From an optimization exercise on the open Yosys and OpenROAD flow, aimed at a short achievable clock period and few clock cycles; shortcuts taken in it are not production practice. Function was checked by simulation only, so behaviour that the tests miss may differ from the original. No activity file was given, so power comes from the tool's default toggle rates.

==> flow/constraint.sdc <==
create_clock -name core_clock -period 9.0 [get_ports {clock}]
set_input_delay 1.8000 -clock core_clock [delete_from_list [all_inputs] [get_ports {clock}]]
set_output_delay 1.8000 -clock core_clock [all_outputs]
set_load 0.01 [all_outputs]
==> flow/design.v <==
package y86_pkg;
    typedef logic [63:0] word_t;
    typedef logic [3:0]  reg_id_t;
    typedef enum logic [2:0] {
        s_bub = 3'h0,
        s_aok = 3'h1,
        s_hlt = 3'h2,
        s_adr = 3'h3,
        s_ins = 3'h4
    } stat_t;
    typedef struct packed {
        reg_id_t dst_e;
        word_t   val_e;
        reg_id_t dst_m;
        word_t   val_m;
    } reg_write_t;
endpackage
module y86_pipeline (
    input  logic                clock,
    input  logic                reset,
    output y86_pkg::word_t      imem_addr,
    input  logic [79:0]         imem_bytes,
    output y86_pkg::reg_write_t reg_write,
    output y86_pkg::stat_t      stat
);
    localparam logic [3:0] RNONE = 4'hf;
    logic [63:0] pc_out;         
    logic [63:0] pc_p1;          
    logic [63:0] rf [15];        
    logic [63:0] dmem [64];      
    logic        cc_zf;          
    logic        cc_lt;
    logic        x_op;           
    logic        x_sub;
    logic        x_and;
    logic        x_xor;
    logic        x_rr;           
    logic        x_mr;           
    logic        x_rm;           
    logic [3:0]  x_ifun;
    logic [3:0]  x_dst;          
    logic [63:0] x_a;            
    logic [63:0] x_aa;           
    logic [63:0] x_b;            
    logic [63:0] x_sd;           
    logic [3:0]  o_dst_e;
    logic [63:0] o_val_e;
    logic [3:0]  o_dst_m;
    logic [63:0] o_val_m;
    logic [2:0]  o_stat;
    assign imem_addr       = pc_out;
    assign reg_write.dst_e = o_dst_e;
    assign reg_write.val_e = o_val_e;
    assign reg_write.dst_m = o_dst_m;
    assign reg_write.val_m = o_val_m;
    assign stat            = y86_pkg::stat_t'(o_stat);
    function automatic logic cond(input logic [3:0] fn, input logic zf, input logic lt);
        case (fn)
            4'd0:    cond = 1'b1;
            4'd1:    cond = lt | zf;
            4'd2:    cond = lt;
            4'd3:    cond = zf;
            4'd4:    cond = !zf;
            4'd5:    cond = !lt;
            4'd6:    cond = !lt && !zf;
            default: cond = 1'b0;
        endcase
    endfunction
    logic [65:0] x_sum;          
    logic [63:0] x_res;
    logic        x_zf;
    logic        x_lt;
    logic [63:0] x_zero_ok;
    logic        x_adr;
    logic [63:0] x_ld;
    logic        x_cnd;
    logic [3:0]  x_wdst;         
    logic [63:0] x_wval;
    assign x_sum = {1'b0, x_b, 1'b1} + {1'b0, x_aa, x_sub};
    always_comb begin
        if (x_and)      x_res = x_b & x_a;
        else if (x_xor) x_res = x_b ^ x_a;
        else            x_res = x_sum[64:1];
    end
    assign x_zero_ok[0] = (x_b[0] ^ x_aa[0]) == x_sub;
    for (genvar i = 1; i < 64; i++) begin : g_zf
        assign x_zero_ok[i] = (x_b[i] ^ x_aa[i]) == (x_b[i-1] | x_aa[i-1]);
    end
    always_comb begin
        if (x_and) begin
            x_zf = (x_b & x_a) == 64'h0;
            x_lt = x_b[63] & x_a[63];
        end else if (x_xor) begin
            x_zf = x_b == x_a;
            x_lt = x_b[63] ^ x_a[63];
        end else begin
            x_zf = &x_zero_ok;
            x_lt = x_b[63] ^ x_aa[63] ^ x_sum[65];
        end
    end
    logic [8:0]  x_lo;
    logic [5:0]  x_idx;
    assign x_lo  = x_a[8:0] + x_b[8:0];
    assign x_idx = x_lo[8:3];
    assign x_adr = (x_mr || x_rm) && (x_sum[64:10] != 55'h0);
    assign x_ld  = dmem[x_idx];
    assign x_cnd  = cond(x_ifun, cc_zf, cc_lt);
    assign x_wdst = (x_rr && !x_cnd) ? RNONE : x_dst;
    assign x_wval = x_mr ? x_ld : x_res;
    logic [3:0]  f_icode;
    logic [3:0]  f_ifun;
    logic [3:0]  f_ra;
    logic [3:0]  f_rb;
    logic        f_halt, f_rr, f_ir, f_rm, f_mr, f_op, f_j, f_bad;
    logic        f_usea;         
    logic        f_useb;         
    logic        f_bypa;         
    logic        f_bypb;
    logic [63:0] f_valc;
    logic [63:0] f_opa;          
    logic [63:0] f_opb;          
    logic [63:0] f_vala;         
    logic        f_zf;
    logic        f_lt;
    logic        f_taken;
    assign f_icode = imem_bytes[7:4];
    assign f_ifun  = imem_bytes[3:0];
    assign f_ra    = imem_bytes[15:12];
    assign f_rb    = imem_bytes[11:8];
    assign f_valc  = imem_bytes[79:16];
    assign f_halt = f_icode == 4'h0;
    assign f_rr   = f_icode == 4'h2;
    assign f_ir   = f_icode == 4'h3;
    assign f_rm   = f_icode == 4'h4;
    assign f_mr   = f_icode == 4'h5;
    assign f_op   = f_icode == 4'h6;
    assign f_j    = f_icode == 4'h7;
    assign f_bad  = f_icode[3];
    assign f_usea = f_rr || f_op;
    assign f_useb = f_op || f_rm || f_mr;
    assign f_bypa = f_ra != RNONE && f_ra == x_wdst;
    assign f_bypb = f_rb != RNONE && f_rb == x_wdst;
    logic [63:0] f_rfa;
    logic [63:0] f_rfb;
    always_comb begin
        f_rfa   = 64'h0;
        f_rfb   = 64'h0;
        for (int i = 0; i < 15; i++) begin
            if (f_ra == 4'(i)) f_rfa = f_rfa | rf[i];
            if (f_rb == 4'(i)) f_rfb = f_rfb | rf[i];
        end
    end
    always_comb begin
        f_vala = f_bypa ? x_wval : f_rfa;
        f_opa  = !f_usea ? f_valc : f_vala;
        f_opb  = !f_useb ? 64'h0 : f_bypb ? x_wval : f_rfb;
    end
    assign f_zf    = x_op ? x_zf : cc_zf;
    assign f_lt    = x_op ? x_lt : cc_lt;
    assign f_taken = f_j && cond(f_ifun, f_zf, f_lt);
    logic [63:0] pc_p2;
    logic [63:0] pc_p3;
    logic [63:0] pc_p9;
    logic [63:0] pc_p10;
    logic [63:0] pc_p11;
    logic [63:0] f_seq;
    logic [63:0] f_seq_p1;
    logic [63:0] f_dest;
    logic [63:0] f_dest_p1;
    assign pc_p2  = pc_p1 + 64'd1;
    assign pc_p3  = pc_p1 + 64'd2;
    assign pc_p9  = pc_p1 + 64'd8;
    assign pc_p10 = pc_p1 + 64'd9;
    assign pc_p11 = pc_p1 + 64'd10;
    always_comb begin
        if (f_rr || f_op) begin
            f_seq = pc_p2;  f_seq_p1 = pc_p3;
        end else if (f_ir || f_rm || f_mr) begin
            f_seq = pc_p10; f_seq_p1 = pc_p11;
        end else if (f_j) begin
            f_seq = pc_p9;  f_seq_p1 = pc_p10;
        end else begin
            f_seq = pc_p1;  f_seq_p1 = pc_p2;
        end
    end
    assign f_dest    = imem_bytes[71:8];
    assign f_dest_p1 = f_dest + 64'd1;
    always_ff @(posedge clock) begin
        if (reset) begin
            pc_out <= 64'h0;
            pc_p1  <= 64'd1;
            cc_zf  <= 1'b1;
            cc_lt  <= 1'b0;
            x_op   <= 1'b0;
            x_sub  <= 1'b0;
            x_and  <= 1'b0;
            x_xor  <= 1'b0;
            x_rr   <= 1'b0;
            x_mr   <= 1'b0;
            x_rm   <= 1'b0;
            x_ifun <= 4'h0;
            x_dst  <= RNONE;
        end else begin
            pc_out <= f_taken ? f_dest : f_seq;
            pc_p1  <= f_taken ? f_dest_p1 : f_seq_p1;
            if (x_op) begin
                cc_zf <= x_zf;
                cc_lt <= x_lt;
            end
            x_op   <= f_op;
            x_sub  <= f_op && f_ifun == 4'h1;
            x_and  <= f_op && f_ifun == 4'h2;
            x_xor  <= f_op && f_ifun == 4'h3;
            x_rr   <= f_rr;
            x_mr   <= f_mr;
            x_rm   <= f_rm;
            x_ifun <= f_ifun;
            x_dst  <= (f_rr || f_ir || f_op) ? f_rb : (f_mr ? f_ra : RNONE);
        end
    end
    always_ff @(posedge clock) begin
        x_a   <= f_opa;
        x_aa  <= (f_op && f_ifun == 4'h1) ? ~f_opa : f_opa;
        x_b   <= f_opb;
        x_sd  <= f_vala;
    end
    always_ff @(posedge clock) begin
        if (reset) begin
            for (int i = 0; i < 15; i++) rf[i] <= 64'h0;
        end else if (x_wdst != RNONE) begin
            rf[x_wdst] <= x_wval;
        end
    end
    always_ff @(posedge clock) begin
        if (x_rm) dmem[x_idx] <= x_sd;
    end
    always_ff @(posedge clock) begin
        if (reset) begin
            o_stat  <= 3'd1;
            o_dst_e <= RNONE;
            o_dst_m <= RNONE;
        end else if (o_stat != 3'd1) begin
            o_dst_e <= RNONE;
            o_dst_m <= RNONE;
        end else begin
            o_dst_e <= x_mr ? RNONE : x_wdst;
            o_dst_m <= (x_mr && !x_adr) ? x_dst : RNONE;
            if (x_adr)       o_stat <= 3'd3;
            else if (f_bad)  o_stat <= 3'd4;
            else if (f_halt) o_stat <= 3'd2;
        end
    end
    always_ff @(posedge clock) begin
        o_val_e <= x_res;
        o_val_m <= x_ld;
    end
endmodule
==> flow/config.mk <==
export PLATFORM = sky130hd
export DESIGN_NAME = y86_pipeline
export DESIGN_NICKNAME = y86_pipeline
export VERILOG_FILES = /design/flow/design.v
export SDC_FILE = /design/flow/constraint.sdc
export NUM_CORES = 8
export LEC_CHECK = 0
export CAP_MARGIN = 20
export CORE_MARGIN = 2
export CORE_UTILIZATION = 40
export PLACE_DENSITY = 0.6
export SETUP_SLACK_MARGIN = 5
export SLEW_MARGIN = 20
==> flow/run.sh <==
#!/bin/bash
# synth_recipe.tcl (not shown) runs the flow's synth.tcl, then flattens the netlist and writes it again
# the make line also repeats each setting of config.mk as NAME=value (left out here)
make -C /OpenROAD-flow-scripts/flow DESIGN_CONFIG=/design/flow/config.mk WORK_HOME=/design/flow/orfs CLKGATE_MAP_FILE= SYNTH_SCRIPT=/design/flow/synth_recipe.tcl finish
==> results of run 1 <==
registers in the layout, summed over array words and instances, names as in the netlist, 4 cells and up:
name,count
o_val_e,64
o_dst_m,4
x_ifun,4
dmem,4096
o_val_m,64
pc_p1,64
x_sd,64
o_dst_e,4
x_aa,64
rf,960
pc_out,64
x_b,64
x_dst,4
x_a,64
routing by layer:
layer  vias to the layer above  global-route usage
li1                      65950                   -
met1                     88155              0.4766
met2                     18184              0.5297
met3                      4374              0.1386
met4                        42              0.2537
met5                         -            0.001095
Yosys cell counts, types with 163 or more instances:
library cell,n
a211oi_1,188
dfxtp_1,540
inv_1,218
nand3_1,307
xnor2_1,227
buf_2,181
a21oi_1,505
clkbuf_1,847
a22oi_1,1045
nor2_1,1625
ha_1,199
nor4_1,176
o21ai_0,223
a222oi_1,730
nand2_1,864
nor3_1,165
edfxtp_1,5056
buf_1,163
a221oi_1,379
a31oi_1,392
power by group:
group / total (mW) / switching [mW] / internal (mW)
combinational: 12.4 / 7.61 / 4.79
sequential: 30.3 / 0.931 / 29.4
clock: 24.3 / 10.8 / 13.5
total: 67.0 / 19.4 / 47.6
through the flow:
stage / utilization / power, mW / std cells / cell area (µm²)
6_report: 0.5273 / 66.99 / 25282 / 293700
4_1_cts: 0.5063 / 65.29 / 24804 / 282100
3_3_place_gp: 0.4261 / 38.04 / 22559 / 237400
5_1_grt: 0.5270 / 67.85 / 25220 / 293600
3_5_place_dp: 0.4268 / 38.08 / 22572 / 237800
2_1_floorplan: - / 33.91 / 15521 / 224500
final cells by class:
type,instances,area share
sequential,5596,0.5546
multi-input combinational,8531,0.2380
timing repair buffer,2329,0.1078
clock buffer,760,0.05386
tap,7452,0.03174
clock inverter,292,0.01024
inverter,220,0.002926
antenna,102,0.0008689
kinds of logic after synthesis:
family	after synthesis
compound gates	4110
xor+xnor	344
fa+ha+maj	200
buf+inv	1430
flops	5596
mux	227
simple gates	3614
final timing paths:
check | startpoint | end | slack (ns) | cells after the start
setup / recovery | x_b[1] | x_b[24] | 4.00 | 19
hold / removal | o_stat[0] | o_stat[0] | 0.58 | 1
setup reg to reg | x_b[1] | x_b[24] | 4.00 | 19
hold reg to reg | o_stat[0] | o_stat[0] | 0.58 | 1
repair_timing:
action	in CTS	in global routing
pin swaps	1124	741
endpoints found under the setup margin	6168	3405
gates resized for setup	2448	1810
gates cloned	214	71
buffers inserted	966	303
==> summary.md, run 1 <==
| Metric | Value |
|---|---|
| FF+latch count, synth | 5,596 |
| Net Count, Synth | 15,803 |
| Die area | 0.5652 mm² |
| Synth cell types | 111 |
| First-pass DRT Iterations | 13 |
| Fillers | 44,536 |
| Area Growth Syn to Fin | 31.31% |
| Min Tclk post-route | 4.999 ns |
| Commonest cells after routing, fill and taps aside | edfxtp_1, a22oi_1, nor2_1, buf_4, nand2_1 |
| Checks that blocked a clean result | max-capacitance violations, max-slew violations |
| Commonest non-fill, non-tap cell in the layout | edfxtp_1 |
| TritonCTS Sinks | 5,596 |
| Main flop type after synthesis | edfxtp_1 |
| Final setup violation count | 0 |
| Leakage power | 96.90 nW |
| CTS tree | done |
| Std cell rows | 274 |
| Hold buffer count at cts | 0 |
| Simple-gate share of the synthesized area | 0.07152 |
| WL met1 | 375.7 mm |
| Top routing layer in use | met5 |
| Slew margin rel. | -0.07448 |
| Post-DP HPWL | 578.9 mm |
| Crit path buffers/inverters | 8 |
| Peak supply drop | 0.2419 mV |
| Die width | 751.8 µm |
| Hold WC Path Type | register to register |
| Multiplexer share of the synthesized area | 0.01165 |
| Status | failed layout checks |
| Hold Fails Final Rpt | 0 |
| Synth Area in XOR/XNOR | 0.01347 |
| Final Max Slew Viols | 37 |
| Leading area contributor after synthesis | edfxtp_1 |
| Global route overflow | 0 |
| First-pass GRT wire length | 1438 mm |
| Worst slew pin tran | 1.606 ns |
| Place WS | 1.717 ns |
| Iteration-0 DRC count of the detailed router | 39,426 |
| RSZ-0062 raised after global routing | yes |
| Drt drc | 0 |
| CP top delay family | compound AO/OA/AOI/OAI gates |
| Final clock skew | 0.08547 ns |
| Core area | 0.5571 mm² |
| Netlist Area Pre-Place | 0.2237 mm² |
| Met3 WL | 185.1 mm |
| Vias/cell | 6.989 |
| PD cells | 228.0 mW/mm² |
| Setup crit end kind | register |
| Largest family of logic cells by synthesized area | compound AO/OA/AOI/OAI gates |
| Startpoint types | register |
| Share of layout cells above drive strength 1 | 0.2884 |
| Largest net degree at the start of global routing | 102 |
| CP max stage delay | 0.76 ns |
| Chip height | 751.8 µm |
| CP max FO | 49 |
| Final worst slack | 4.001 ns |
| Area contributors post-synth | edfxtp_1, dfxtp_1, a22oi_1 |
| Initial antenna violation count | 93 |
| Post-synthesis compound-gate area fraction | 0.1395 |
| Post-synth ARST share | 0 |
| Clk pin slew, worst setup/hold paths | 0.06 ns |
| H-tree Lvls | 6 |
| CTS Buffer Depth | 4 |
| Met2 wire length | 455.0 mm |
| Mean post-synth cell area | 14.41 µm² |
| CTS root buf | clkbuf_16 |
| YS warnings | 1 |
| Fmax | 200.0 MHz |
| TNS Setup | 0 ns |
| Footprint of the multi-input gates | 0.06991 mm² |
| Worst-Skew Late Latency | 1.19 ns |
| Adder-cell share of the synthesized area | 0.01122 |
| FF+latch area | 0.1629 mm² |
| Worst hold slack | 0.5783 ns |
| Nets | 17,547 |
| Vias | 176,705 |
| Number of max-cap violations | 2 |
| Worst EP required | 9.90 ns |
| Number of global-route vias before repair | 159,662 |
| Port Buffers | 284 |
| Seq/Total Area, Yosys | 0.7270 |
| Crit share post-route | 0.5555 |
| CP max-delay cell | a211oi_4 |
| Cts bufs inserted | 587 |
| Antenna viol nets, final | 0 |
| I/O pin total | 285 |
| Gpl congestion | 1.030 |
| Cells after Synth | 15,521 |
| Top cell type's share of synthesized area | 0.6787 |
| Global Route Usage Sum | 0.3738 |
| EDFF count, synth | 5,056 |
| Initial Util | 0.4015 |
| DR WL/cell | 44.17 µm |
| WL final | 1117 mm |
| Setup CP Type | register to register |
| Cell breakdown of the critical path | ha_4, and3_4, buf_6, buf_6, buf_4, nor3_4, buf_4, nand3_4, nand2_8, buf_12, bufbuf_16, nand2_1, a31oi_1, nor4_4, buf_4, a21oi_4, a21oi_4, buf_6, a211oi_4 |
| Data arrival, critical path | 5.90 ns |
Testbench counts, summed over its fixed seeds: cycles 41,216.
==> run 2, diff against run 1 <==
--- a/flow/config.mk
+++ b/flow/config.mk
@@ -11,3 +11,4 @@
 export PLACE_DENSITY = 0.6
 export SETUP_SLACK_MARGIN = 5
 export SLEW_MARGIN = 20
+export TNS_END_PERCENT = 0
==> run 2 against run 1 <==
The run now finishes clean. Clock power hardly changed. First-iteration DRC count decreased by 7.4%. Combinational power decreased by 28%. Sequential share of layout area up 5.7 points. Count of clock-buffer cells in the layout increased by 16. Critical path depth down 10. Utilization fell by 4.9 points. Setup slack gained 0.20 ns. Clock skew decreased by 0.0012 ns. Sequential power about the same. Largest cell class unchanged. Highest routed layer unchanged.
==> summary.md, run 2 <==
| Metric | Value |
|---|---|
| Fmax | 208.4 MHz (+4.2%) |
| Gpl congestion | 1.031 (about the same) |
| Seq/Total Area, Yosys | 0.7270 (unchanged) |
| First-pass GRT wire length | 1351 mm (-6.0%) |
| Worst-Skew Late Latency | 1.15 ns (-0.04 ns) |
| Die width | 751.8 µm (unchanged) |
| Post-synth ARST share | 0 (unchanged) |
| Post-DP HPWL | 583.8 mm (+0.83%) |
| R2r endpoint | x_aa[52] |
| Synth cell types | 111 (unchanged) |
| Core area | 0.5571 mm² (unchanged) |
| Footprint of the multi-input gates | 0.06055 mm² (-13%) |
| Placed insts | 22,566 (-0.027%) |
| CP top delay family | buffers and inverters |
| Vias/cell | 6.868 (-1.7%) |
| Mean post-synth cell area | 14.41 µm² (unchanged) |
| I/O pin total | 285 (unchanged) |
| Number of global-route vias before repair | 151,969 (-4.8%) |
| CTS Buffer Depth | 4 (unchanged) |
| Top cell type's share of synthesized area | 0.6787 (unchanged) |
| Worst EP required | 9.93 ns (+0.03 ns) |
| Reg with most FFs | dmem |
| Netlist Area Pre-Place | 0.2237 mm² (unchanged) |
| Final setup violation count | 0 (unchanged) |
| R2R Path Start | x_b[2] |
| YS warnings | 1 (unchanged) |
| Final core occ | 0.4781 (-0.04923) |
| Initial Util | 0.4015 (unchanged) |
| Top Registers | dmem (4096), rf (960) |
| Pint | 45.77 mW (-3.9%) |
| Most frequent cell after synthesis | edfxtp_1 |
| Cells after Synth | 15,521 (unchanged) |
| DR WL/cell | 42.47 µm (-3.8%) |
| Largest family of logic cells by synthesized area | compound AO/OA/AOI/OAI gates |
| Crit share post-route | 0.5332 (-0.02227) |
| Largest register FFs | 4,096 (unchanged) |
| Cts bufs inserted | 591 (+0.68%) |
| Commonest cells after routing, fill and taps aside | edfxtp_1, nor2_1, a22oi_1, nand2_1, a222oi_1 |
| H-tree Lvls | 6 (unchanged) |
| First-pass DRT Iterations | 13 (unchanged) |
| Net Sw Frac | 0.2808 (-0.008159) |
| Min Tclk post-route | 4.799 ns (-0.2004 ns) |
| Number of max-cap violations | 0 (-2) |
| Final Max Slew Viols | 0 (-100%) |
| Share of layout cells above drive strength 1 | 0.1602 (-0.1282) |
| Slew margin rel. | 0.1029 (+0.1774) |
| Startpoint types | input port |
| FF+latch area | 0.1628 mm² (about the same) |
| RSZ-0062 raised after global routing | yes |
| Std cell rows | 274 (unchanged) |
| Sequential power share | 0.476 (+0.024) |
| Fillers | 47,575 (+6.8%) |
| Slack of the worst reg-to-reg path | 4.33 ns (+0.33 ns) |
| FF+latch count, synth | 5,596 (unchanged) |
| TNS Setup | 0 ns (unchanged) |
| EDFF count, synth | 5,056 (unchanged) |
| Drt drc | 0 (unchanged) |
| Initial antenna violation count | 110 (+18%) |
| Vias | 165,569 (-6.3%) |
| Status | timing/DRC/antenna clean |
| Crit path buffers/inverters | 3 (-5) |
| Peak supply drop | 0.2218 mV (-8.3%) |
| Final Non-Filler Cells | 24,108 (-4.6%) |
| Area post-placement | 0.2378 mm² (about the same) |
| Post-synthesis compound-gate area fraction | 0.1395 (unchanged) |
| Area contributors post-synth | edfxtp_1, dfxtp_1, a22oi_1 |
| Net Count, Synth | 15,803 (unchanged) |
| Clock power frac | 0.383 (+0.020) |
| Data arrival, critical path | 5.73 ns (-0.17 ns) |
| CP max stage delay | 0.83 ns (+0.07 ns) |
| Worst slew pin tran | 1.341 ns (-0.2652 ns) |
| Main flop type after synthesis | edfxtp_1 |
| Setup crit end | x_b[12] |
| Setup crit end kind | register |
| Hold WC Path Type | register to register |
| CP Depth | 9 (-10) |
| Leading area contributor after synthesis | edfxtp_1 |
| Adder-cell share of the synthesized area | 0.01122 (unchanged) |
| CTS tree | done |
| Simple-gate share of the synthesized area | 0.07152 (unchanged) |
| Clk pin slew, worst setup/hold paths | 0.06 ns (about the same) |
| Commonest non-fill, non-tap cell in the layout | edfxtp_1 |
| CTS root buf | clkbuf_16 |
| WL final | 1024 mm (-8.3%) |
| Setup CP Type | input port to register |
| Commonest cells post-synth | edfxtp_1, nor2_1, a22oi_1 |
| Die area | 0.5652 mm² (unchanged) |
| Port Buffers | 284 (unchanged) |
| Leakage power | 86.99 nW (-10%) |
| Cell breakdown of the critical path | clkdlybuf4s15_1, inv_1, ha_1, and2_4, buf_4, a222oi_1, nand3_1, nor3_1, a211oi_4 |
| Logic pwr share | 0.141 (-0.044) |
| CP max FO | 35 (-29%) |
| Chip height | 751.8 µm (unchanged) |
| Iteration-0 DRC count of the detailed router | 36,514 (-7.4%) |
| CP max-delay cell | buf_4 |
| Final clock skew | 0.08426 ns (-0.001204 ns) |
| Synth Area in XOR/XNOR | 0.01347 (unchanged) |
| CP Launch Point | imem_bytes[8] |
| TritonCTS Sinks | 5,596 (unchanged) |
| Antenna viol nets, final | 0 (unchanged) |
| Area Growth Syn to Fin | 19.05% |
| Post-layout instance area | 0.2663 mm² (-9.3%) |
| Switch Pwr | 17.87 mW (-7.7%) |
| Nets | 16,378 (-6.7%) |
| Multiplexer share of the synthesized area | 0.01165 (unchanged) |
| PD cells | 239.0 mW/mm² (+4.8%) |
| Largest net degree at the start of global routing | 95 (-6.9%) |
| Worst reg-to-reg path cell count | 19 (unchanged) |
| Global route overflow | 0 (unchanged) |
| Global Route Usage Sum | 0.3487 (-0.02510) |
| Hold Fails Final Rpt | 0 (unchanged) |
[run 2: changes by cell type in the layout (fill, tap and decap cells not counted), moves of 186 or more]
cell / before / now
nor2_1: 847 / 1532
nor2_4: 660 / 83
buf_6: 437 / 70
buf_4: 807 / 571
buf_12: 373 / 161
buf_16: 227 / 41
[run 2: metal layers]
layer,up-vias,global-route usage,share of wire
met1,83238,0.4640,0.36
met3,3191,0.1104,0.15
met5,-,0,0.00037
met4,56,0.2100,0.074
li1,63379,-,-
met2,15705,0.4988,0.42
[run 2: power groups by stage]
stage | logic, mW | registers, mW | clock network (mW)
6_report | 8.97 | 30.3 | 24.4
5_1_grt | 8.99 | 30.3 | 25.4
4_1_cts | 8.53 | 30.2 | 24.4
3_5_place_dp | 7.33 | 30.8 | 0
3_3_place_gp | 7.27 | 30.8 | 0
2_1_floorplan | 3.36 | 30.5 | 0
[run 2: tightest hold or removal path: cells and delay by family (launching register included)]
kind             cells  cell delay [ns]
AO/OA/AOI/OAI        1             0.07
flip-flops           1             0.34
AND/OR/NAND/NOR      1             0.10
[run 2: cell families (layout without fill, tap and decap cells)]
group           count (synthesis)  in the layout
compound gates               4110           4113
other cells                     0             74
simple gates                 3614           3626
xor+xnor                      344            344
fa+ha+maj                     200            200
buf+inv                      1430           2476
mux                           227            227
flops                        5596           5596
[run 2: worst min-delay path by stage]
stage              start         end  cells after the start
6_report       o_stat[2]   o_stat[2]                      2
5_1_grt        pc_p1[63]  pc_out[63]                      2
4_1_cts        o_stat[2]   o_stat[2]                      2
3_5_place_dp   o_stat[2]   o_stat[2]                      2
3_3_place_gp   o_stat[2]   o_stat[2]                      2
2_1_floorplan   pc_p1[1]   pc_out[1]                      2
[run 2: timing repair]
| item | in CTS | in global routing |
|---|---|---|
| setup endpoints to repair | 6195 | 4615 |
| resized for setup | 870 | 64 |
| hold buffers | 0 | 0 |
| buffers inserted | 316 | 22 |
| pin swaps | 191 | 47 |
| gates cloned | 49 | 2 |
[run 2: cell type report]
cell class	count	area share
antenna	74	0.0006953
clock buffer	776	0.05966
clock inverter	303	0.01197
inverter	220	0.003138
multi-input combinational	8510	0.2273
sequential	5596	0.6114
tap	7452	0.03501
timing repair buffer	1177	0.05075
[run 2: per-stage QoR]
stage                     power, mW  setup WS, ns  hold WS, ns
after floorplan               33.91         4.417       0.5129
after global placement        38.08         1.650       0.5794
after detailed placement      38.12         2.266       0.5574
after CTS                     63.19         4.556       0.5660
after global routing          64.74         4.322       0.6315
final                         63.64         4.201       0.5615

-- separate check: timing with driven ports --
The flow's constraints put no driver on any port. The routed layouts listed below were extracted and timed again, unchanged, in two steps. Step 1: set_driving_cell puts a clkbuf_16 on clock and a buf_2 on each other input, an assumption about the parent block. Step 2 moves the port delays by t, midway between the first and last clock arrival at a register: inputs arrive t later, outputs are due t later. That takes back most of the time a late clock gives input paths. Three values: no drivers, after step 1, after step 2; two values: the first two.
run	t (ns)	setup WS [ns]	hold WS [ns]	worst setup path after step 2	slew at the worst register clock pin (ns)
run 1	1.266	4.001 / 4.001 / 2.942	0.578 / 0.578 / 0.578	input to register	0.07 / 0.07
run 2	1.240	4.201 / 4.294 / 3.054	0.561 / 0.561 / 0.561	input to register	0.07 / 0.07
For run 2, which loses most, drivers alone change the setup slack by +0.093 ns; drivers and shift together by -1.147 ns.
